Background: an optimization exercise with open tools, aiming at small area, a short achievable clock period and few clock cycles per item. Do not read the settings as production practice.
Only simulation tests tie the RTL to the original design; equivalence was not proved.
Power is estimated from default activity; no workload was simulated.

==> build 11: inputs <==
==> flow/design.v <==
`default_nettype none
package aes_pkg;
  localparam logic [7:0] RCON_INIT = 8'h01;
  localparam logic [2047:0] SBOX_TBL = {
    128'h637c777bf26b6fc53001672bfed7ab76,
    128'hca82c97dfa5947f0add4a2af9ca472c0,
    128'hb7fd9326363ff7cc34a5e5f171d83115,
    128'h04c723c31896059a071280e2eb27b275,
    128'h09832c1a1b6e5aa0523bd6b329e32f84,
    128'h53d100ed20fcb15b6acbbe394a4c58cf,
    128'hd0efaafb434d338545f9027f503c9fa8,
    128'h51a3408f929d38f5bcb6da2110fff3d2,
    128'hcd0c13ec5f974417c4a77e3d645d1973,
    128'h60814fdc222a908846eeb814de5e0bdb,
    128'he0323a0a4906245cc2d3ac629195e479,
    128'he7c8376d8dd54ea96c56f4ea657aae08,
    128'hba78252e1ca6b4c6e8dd741f4bbd8b8a,
    128'h703eb5664803f60e613557b986c11d9e,
    128'he1f8981169d98e949b1e87e9ce5528df,
    128'h8ca1890dbfe6426841992d0fb054bb16
  };
  typedef enum logic [1:0] {
    IDLE  = 2'd0,
    GEN   = 2'd1,
    DRAIN = 2'd2
  } state_t;
  function automatic logic [7:0] sbox(input logic [7:0] b);
    logic [10:0] idx;
    idx = {~b, 3'b000};
    sbox = SBOX_TBL[idx +: 8];
  endfunction
  function automatic logic [7:0] xtime(input logic [7:0] b);
    xtime = {b[6:0], 1'b0} ^ (b[7] ? 8'h1b : 8'h00);
  endfunction
  function automatic int nr_from_nk(input int nk);
    nr_from_nk = nk + 6;
  endfunction
endpackage
`default_nettype wire
`default_nettype none
module aes_subword
(
  input  logic [31:0] i_word,
  output logic [31:0] o_word
);
  for (genvar b = 0; b < 4; b++) begin : g_byte
    assign o_word[8*b +: 8] = aes_pkg::sbox(i_word[8*b +: 8]);
  end
endmodule
`default_nettype wire
`default_nettype none
module aes_key_expand (
  input  logic         clk,
  input  logic         reset,
  input  logic         start,
  input  logic [255:0] key_in,
  output logic         busy,
  output logic         rk_valid,
  input  logic         rk_ready,
  output logic [3:0]   rk_round,
  output logic [31:0]  k0_out,
  output logic [31:0]  k1_out,
  output logic [31:0]  k2_out,
  output logic [31:0]  k3_out,
  output logic         done
);
  logic [127:0] r_a, r_b;
  logic [3:0]   r_rnd;
  logic         r_busy, r_done;
  logic [31:0]  w_sub, w_temp;
  logic [7:0]   w_rcon;
  logic [31:0]  a0, a1, a2, a3;
  logic [127:0] w_next;
  assign a0 = r_a[127:96];
  assign a1 = r_a[95:64];
  assign a2 = r_a[63:32];
  assign a3 = r_a[31:0];
  aes_subword u_subword (
    .i_word (r_b[31:0]),
    .o_word (w_sub)
  );
  assign w_rcon = 8'h01 << r_rnd[3:1];
  assign w_temp = r_rnd[0] ? w_sub
                           : ({w_sub[23:0], w_sub[31:24]} ^ {w_rcon, 24'h0});
  assign w_next[127:96] = a0 ^ w_temp;
  assign w_next[95:64]  = a0 ^ a1 ^ w_temp;
  assign w_next[63:32]  = a0 ^ a1 ^ a2 ^ w_temp;
  assign w_next[31:0]   = a0 ^ a1 ^ a2 ^ a3 ^ w_temp;
  always_ff @(posedge clk) begin
    if (!r_busy) begin
      r_a <= key_in[255:128];
      r_b <= key_in[127:0];
    end else if (rk_ready) begin
      r_a <= r_b;
      r_b <= w_next;
    end
  end
  always_ff @(posedge clk) begin
    if (reset) begin
      r_busy <= 1'b0;
      r_done <= 1'b0;
      r_rnd  <= '0;
    end else begin
      r_done <= 1'b0;
      if (!r_busy) begin
        r_rnd <= '0;
        if (start)
          r_busy <= 1'b1;
      end else if (rk_ready) begin
        r_rnd <= r_rnd + 4'd1;
        if (r_rnd == 4'd14) begin
          r_busy <= 1'b0;
          r_done <= 1'b1;
        end
      end
    end
  end
  assign busy     = r_busy;
  assign rk_valid = r_busy;
  assign rk_round = r_rnd;
  assign k0_out   = a0;
  assign k1_out   = a1;
  assign k2_out   = a2;
  assign k3_out   = a3;
  assign done     = r_done;
endmodule
`default_nettype wire
`default_nettype none
module aes256_key_expand (
  input  logic         clk,
  input  logic         reset,
  input  logic         start,
  input  logic [255:0] key_in,
  output logic         busy,
  output logic         rk_valid,
  input  logic         rk_ready,
  output logic [3:0]   rk_round,
  output logic [31:0]  k0_out,
  output logic [31:0]  k1_out,
  output logic [31:0]  k2_out,
  output logic [31:0]  k3_out,
  output logic         done
);
  aes_key_expand u_core (
    .clk      (clk),
    .reset    (reset),
    .start    (start),
    .key_in   (key_in),
    .busy     (busy),
    .rk_valid (rk_valid),
    .rk_ready (rk_ready),
    .rk_round (rk_round),
    .k0_out   (k0_out),
    .k1_out   (k1_out),
    .k2_out   (k2_out),
    .k3_out   (k3_out),
    .done     (done)
  );
endmodule
`default_nettype wire
==> flow/run.sh <==
#!/bin/bash
# synth_recipe.tcl (not shown) runs the flow's synth.tcl, then flattens the netlist and writes it again
# the make line also repeats each setting of config.mk as NAME=value (left out here)
make -C /OpenROAD-flow-scripts/flow DESIGN_CONFIG=/design/flow/config.mk WORK_HOME=/design/flow/orfs CLKGATE_MAP_FILE= SYNTH_SCRIPT=/design/flow/synth_recipe.tcl finish
==> flow/config.mk <==
export PLATFORM = sky130hd
export DESIGN_NAME = aes256_key_expand
export DESIGN_NICKNAME = aes256_key_expand
export VERILOG_FILES = /design/flow/design.v
export SDC_FILE = /design/flow/constraint.sdc
export NUM_CORES = 4
export LEC_CHECK = 0
export CAP_MARGIN = 20
export CORE_MARGIN = 2
export CORE_UTILIZATION = 25
export PLACE_DENSITY = 0.5
export SLEW_MARGIN = 20
==> flow/constraint.sdc <==
create_clock -name core_clock -period 6.0 [get_ports {clk}]
set_input_delay 1.2000 -clock core_clock [delete_from_list [all_inputs] [get_ports {clk}]]
set_output_delay 1.2000 -clock core_clock [all_outputs]
set_load 0.01 [all_outputs]
==> build 7 (differences from build 11) <==
--- a/flow/design.v
+++ b/flow/design.v
@@ -72,3 +72,4 @@
   logic [31:0]  a0, a1, a2, a3;
-  logic [127:0] w_next;
+  logic         w_adv, w_sel_load, w_sel_adv, w_sel_hold;
+  logic [127:0] w_pre, w_base, w_next;
   assign a0 = r_a[127:96];
@@ -81,17 +82,23 @@
   );
-  assign w_rcon = 8'h01 << r_rnd[3:1];
-  assign w_temp = r_rnd[0] ? w_sub
-                           : ({w_sub[23:0], w_sub[31:24]} ^ {w_rcon, 24'h0});
-  assign w_next[127:96] = a0 ^ w_temp;
-  assign w_next[95:64]  = a0 ^ a1 ^ w_temp;
-  assign w_next[63:32]  = a0 ^ a1 ^ a2 ^ w_temp;
-  assign w_next[31:0]   = a0 ^ a1 ^ a2 ^ a3 ^ w_temp;
+  assign w_rcon = r_rnd[0] ? 8'h00 : (8'h01 << r_rnd[3:1]);
+  assign w_adv = r_busy && rk_ready;
+  assign w_temp = (w_adv && !r_rnd[0]) ? {w_sub[23:0], w_sub[31:24]}
+                : (w_adv &&  r_rnd[0]) ? w_sub
+                : 32'h0;
+  assign w_pre[127:96] = a0 ^ {w_rcon, 24'h0};
+  assign w_pre[95:64]  = a0 ^ a1 ^ {w_rcon, 24'h0};
+  assign w_pre[63:32]  = a0 ^ a1 ^ a2 ^ {w_rcon, 24'h0};
+  assign w_pre[31:0]   = a0 ^ a1 ^ a2 ^ a3 ^ {w_rcon, 24'h0};
+  assign w_sel_load = !r_busy;
+  assign w_sel_adv  = r_busy && rk_ready;
+  assign w_sel_hold = r_busy && !rk_ready;
+  assign w_base = ({128{w_sel_load}} & key_in[127:0])
+                | ({128{w_sel_adv}}  & w_pre)
+                | ({128{w_sel_hold}} & r_b);
+  assign w_next = w_base ^ {4{w_temp}};
   always_ff @(posedge clk) begin
-    if (!r_busy) begin
-      r_a <= key_in[255:128];
-      r_b <= key_in[127:0];
-    end else if (rk_ready) begin
-      r_a <= r_b;
-      r_b <= w_next;
-    end
+    r_a <= ({128{w_sel_load}} & key_in[255:128])
+         | ({128{w_sel_adv}}  & r_b)
+         | ({128{w_sel_hold}} & r_a);
+    r_b <= w_next;
   end
==> flow/flow/run.sh (new file) <==
#!/bin/bash
# Layout flow: the standard ORFS flow with two changes.
#  - Synthesis runs flow/my_synth.tcl: the standard synthesis script with a
#    different ABC mapping script (flow/my_abc.script) and without Yosys's
#    half/full-adder extraction. The registers come from the same Yosys
#    passes as in the standard synthesis.
#  - Every input and output port still gets its own buffer, but buffer_ports
#    is told to use the plain buf_1 cell instead of the delay cells it picks
#    by itself.
# ORFS writes each step's full log under orfs/logs; make's own output goes to
# flow_orfs.log in this folder.
set -euo pipefail
here=$(pwd)
bash standard.sh \
  SYNTH_SCRIPT="$here/flow/my_synth.tcl" \
  BUFFER_PORTS_ARGS="-buffer_cell sky130_fd_sc_hd__buf_1" \
  finish > "$here/flow_orfs.log" 2>&1
==> flow/flow/my_abc.script (new file) <==
strash
dc2
dch
map -D 1200
topo
stime -c
buffer -c
upsize -c
dnsize -c
==> flow/flow/my_synth.tcl (new file) <==
set my_abc_script [file join [file dirname [file normalize [info script]]] my_abc.script]
proc synth {args} { yosys synth -nofsm -noshare {*}$args }
proc extract_fa {args} { puts "my_synth: extract_fa skipped" }
proc abc {args} {
  set i [lsearch -exact $args -script]
  if {$i >= 0} { lset args [expr {$i + 1}] $::my_abc_script }
  yosys abc {*}$args
}
source $::env(SCRIPTS_DIR)/synth.tcl
# left out here: clear keep_hierarchy, flatten, clean up, hide names made inside functions, write 1_2_yosys.v
==> flow/standard.sh (new file) <==
#!/bin/bash
# synth_recipe.tcl (not shown) runs the flow's synth.tcl, then flattens the netlist and writes it again
# the make line also repeats each setting of config.mk as NAME=value (left out here)
make -C /OpenROAD-flow-scripts/flow DESIGN_CONFIG=/design/flow/config.mk WORK_HOME=/design/flow/orfs CLKGATE_MAP_FILE= SYNTH_SCRIPT=/design/flow/synth_recipe.tcl "${@:-finish}"
Settings changed: CORE_UTILIZATION 25 to 40, PLACE_DENSITY 0.5 to 0.6, SETUP_SLACK_MARGIN from default to 3.5, TNS_END_PERCENT from default to 0.
removed: flow/run.sh
==> build 4 (differences from build 11) <==
--- a/flow/design.v
+++ b/flow/design.v
@@ -51,76 +51,117 @@
 `default_nettype none
-module aes_key_expand (
-  input  logic         clk,
-  input  logic         reset,
-  input  logic         start,
-  input  logic [255:0] key_in,
-  output logic         busy,
-  output logic         rk_valid,
-  input  logic         rk_ready,
-  output logic [3:0]   rk_round,
-  output logic [31:0]  k0_out,
-  output logic [31:0]  k1_out,
-  output logic [31:0]  k2_out,
-  output logic [31:0]  k3_out,
-  output logic         done
+module aes_key_expand
+#(
+  parameter int NK = 4
+) (
+  input  logic            clk,
+  input  logic            reset,
+  input  logic            start,
+  input  logic [32*NK-1:0] key_in,
+  output logic            busy,
+  output logic            rk_valid,
+  input  logic            rk_ready,
+  output logic [3:0]      rk_round,
+  output logic [31:0]     k0_out,
+  output logic [31:0]     k1_out,
+  output logic [31:0]     k2_out,
+  output logic [31:0]     k3_out,
+  output logic            done
 );
-  logic [127:0] r_a, r_b;
-  logic [3:0]   r_rnd;
-  logic         r_busy, r_done;
-  logic [31:0]  w_sub, w_temp;
-  logic [7:0]   w_rcon;
-  logic [31:0]  a0, a1, a2, a3;
-  logic [127:0] w_next;
-  assign a0 = r_a[127:96];
-  assign a1 = r_a[95:64];
-  assign a2 = r_a[63:32];
-  assign a3 = r_a[31:0];
+  localparam int NR = aes_pkg::nr_from_nk(NK);
+  localparam int NW = 4 * (NR + 1);
+  aes_pkg::state_t            r_state;
+  logic [32*NK-1:0]  r_win;
+  logic [95:0]       r_asm;
+  logic [5:0]        r_idx;
+  logic [2:0]        r_mod;
+  logic [3:0]        r_grp;
+  logic [7:0]        r_rcon;
+  logic [31:0] w_old, w_prev, w_sub_in, w_sub_out, w_temp, w_new;
+  logic        w_copy, w_use_rcon, w_fourth, w_stall, w_adv;
+  assign w_old      = r_win[32*NK-1 -: 32];
+  assign w_prev     = r_win[31:0];
+  assign w_copy     = (r_idx < 6'(NK));
+  assign w_use_rcon = !w_copy && (r_mod == 3'd0);
+  assign w_sub_in   = (r_mod == 3'd0) ? {w_prev[23:0], w_prev[31:24]} : w_prev;
   aes_subword u_subword (
-    .i_word (r_b[31:0]),
-    .o_word (w_sub)
+    .i_word (w_sub_in),
+    .o_word (w_sub_out)
   );
-  assign w_rcon = 8'h01 << r_rnd[3:1];
-  assign w_temp = r_rnd[0] ? w_sub
-                           : ({w_sub[23:0], w_sub[31:24]} ^ {w_rcon, 24'h0});
-  assign w_next[127:96] = a0 ^ w_temp;
-  assign w_next[95:64]  = a0 ^ a1 ^ w_temp;
-  assign w_next[63:32]  = a0 ^ a1 ^ a2 ^ w_temp;
-  assign w_next[31:0]   = a0 ^ a1 ^ a2 ^ a3 ^ w_temp;
+  always_comb begin
+    w_temp = w_prev;
+    if (w_use_rcon)
+      w_temp = w_sub_out ^ {r_rcon, 24'h0};
+    else if (NK == 8 && r_mod == 3'd4)
+      w_temp = w_sub_out;
+  end
+  assign w_new    = w_copy ? w_old : (w_old ^ w_temp);
+  assign w_fourth = (r_idx[1:0] == 2'd3);
+  assign w_stall  = w_fourth && rk_valid && !rk_ready;
+  assign w_adv    = (r_state == aes_pkg::GEN) && !w_stall;
   always_ff @(posedge clk) begin
-    if (!r_busy) begin
-      r_a <= key_in[255:128];
-      r_b <= key_in[127:0];
-    end else if (rk_ready) begin
-      r_a <= r_b;
-      r_b <= w_next;
+    if (reset) begin
+      r_state  <= aes_pkg::IDLE;
+      r_win    <= '0;
+      r_asm    <= '0;
+      r_idx    <= '0;
+      r_mod    <= '0;
+      r_grp    <= '0;
+      r_rcon   <= aes_pkg::RCON_INIT;
+      busy     <= 1'b0;
+      rk_valid <= 1'b0;
+      rk_round <= '0;
+      k0_out   <= '0;
+      k1_out   <= '0;
+      k2_out   <= '0;
+      k3_out   <= '0;
+      done     <= 1'b0;
+    end else begin
+      done <= 1'b0;
+      if (rk_valid && rk_ready)
+        rk_valid <= 1'b0;
+      case (r_state)
+        aes_pkg::IDLE: begin
+          if (start) begin
+            r_win   <= key_in;
+            r_idx   <= '0;
+            r_mod   <= '0;
+            r_grp   <= '0;
+            r_rcon  <= aes_pkg::RCON_INIT;
+            busy    <= 1'b1;
+            r_state <= aes_pkg::GEN;
+          end
+        end
+        aes_pkg::GEN: begin
+          if (w_adv) begin
+            r_win <= {r_win[32*NK-33:0], w_new};
+            r_idx <= r_idx + 6'd1;
+            r_mod <= (r_mod == 3'(NK-1)) ? 3'd0 : r_mod + 3'd1;
+            if (w_use_rcon)
+              r_rcon <= aes_pkg::xtime(r_rcon);
+            if (w_fourth) begin
+              k0_out   <= r_asm[95:64];
+              k1_out   <= r_asm[63:32];
+              k2_out   <= r_asm[31:0];
+              k3_out   <= w_new;
+              rk_valid <= 1'b1;
+              rk_round <= r_grp;
+              r_grp    <= r_grp + 4'd1;
+            end else begin
+              r_asm <= {r_asm[63:0], w_new};
+            end
+            if (r_idx == 6'(NW-1))
+              r_state <= aes_pkg::DRAIN;
+          end
+        end
+        aes_pkg::DRAIN: begin
+          if (rk_valid && rk_ready) begin
+            busy    <= 1'b0;
+            done    <= 1'b1;
+            r_state <= aes_pkg::IDLE;
+          end
+        end
+        default: r_state <= aes_pkg::IDLE;
+      endcase
     end
   end
-  always_ff @(posedge clk) begin
-    if (reset) begin
-      r_busy <= 1'b0;
-      r_done <= 1'b0;
-      r_rnd  <= '0;
-    end else begin
-      r_done <= 1'b0;
-      if (!r_busy) begin
-        r_rnd <= '0;
-        if (start)
-          r_busy <= 1'b1;
-      end else if (rk_ready) begin
-        r_rnd <= r_rnd + 4'd1;
-        if (r_rnd == 4'd14) begin
-          r_busy <= 1'b0;
-          r_done <= 1'b1;
-        end
-      end
-    end
-  end
-  assign busy     = r_busy;
-  assign rk_valid = r_busy;
-  assign rk_round = r_rnd;
-  assign k0_out   = a0;
-  assign k1_out   = a1;
-  assign k2_out   = a2;
-  assign k3_out   = a3;
-  assign done     = r_done;
 endmodule
@@ -143,3 +184,3 @@
 );
-  aes_key_expand u_core (
+  aes_key_expand #(.NK(8)) u_core (
     .clk      (clk),
==> results.py <==
metrics = {
    "status": {
        "status": "no timing/DRC/antenna violations",
    },
    "pwr": {
        "power.internal_uw": 5830,
        "p_total_uw": 12600,
    },
    "route": {
        "num_vias": 31600,
    },
    "worst_setup_path": {
        "r2r-start": "u_core.r_b[1]",
    },
}
The numbers above come from build 7.

==> results.py <==
metrics = {
    "route": {
        "wire_per_inst_um": 26.0,
        "num_vias": 28000,
    },
    "pwr": {
        "power.internal_uw": 10600,
    },
    "worst_setup_path": {
        "r2r-start": "u_core.r_b[17]",
    },
    "status": {
        "status": "no timing/DRC/antenna violations",
    },
    "global_routing": {
        "groute.usage.overall": 0.211,
    },
}
The numbers above come from build 11.

==> results.py <==
metrics = {
    "status": {
        "status": "no timing/DRC/antenna violations",
    },
    "pwr": {
        "p_total_uw": 11700,
        "power.internal_uw": 6870,
    },
    "final_layout": {
        "diodes": 2,
    },
    "floorplan": {
        "die_h_um": 378,
    },
    "global_routing": {
        "grt_start_max_net_pins": 184,
    },
    "worst_setup_path": {
        "r2r-start": "u_core.r_mod[0]",
    },
    "route": {
        "num_vias": 42100,
    },
    "synthesis": {
        "synthTopCellsByArea": "dfxtp_1 (29%), nand2_1 (12%), a21oi_1 (6.6%)",
    },
}
The numbers above come from build 4.

Testbench counts of build 11, summed over its fixed seeds: cycles 3,072, keys 192.
Testbench counts of build 7, summed over its fixed seeds: cycles 3,072, keys 192.
Testbench counts of build 4, summed over its fixed seeds: cycles 11,904, keys 192.

## what the ideal ports hide
In the flow no input, the clock included, has a driving cell. The finished layouts below were timed again as built, in two steps. Step 1 sets driving cells, clkbuf_16 on the clock port and buf_2 on the other inputs (assumed; they add their load-dependent delay and slew). Step 2 moves the port delays by t, midway between the first and last clock arrival at a register: inputs arrive t later, outputs are due t later. That takes back most of the time a late clock gives input paths. Three values: no drivers, after step 1, after step 2; two values: the first two.
run	shift t [ns]	setup slack, ns	slew at the worst register clock pin (ns)	pins driven straight from the clock port
build 11	0.657	0.609 / 0.609 / 0.609	0.08 / 0.08	1
build 7	0.613	3.454 / 3.428 / 2.889	0.06 / 0.06	1
build 4	0.692	0.699 / 0.699 / 0.699	0.07 / 0.07	1
After both steps setup and hold are still met in every run listed. The setup slack of build 7, which loses most, moves by -0.026 ns with the drivers and by -0.565 ns with both steps.
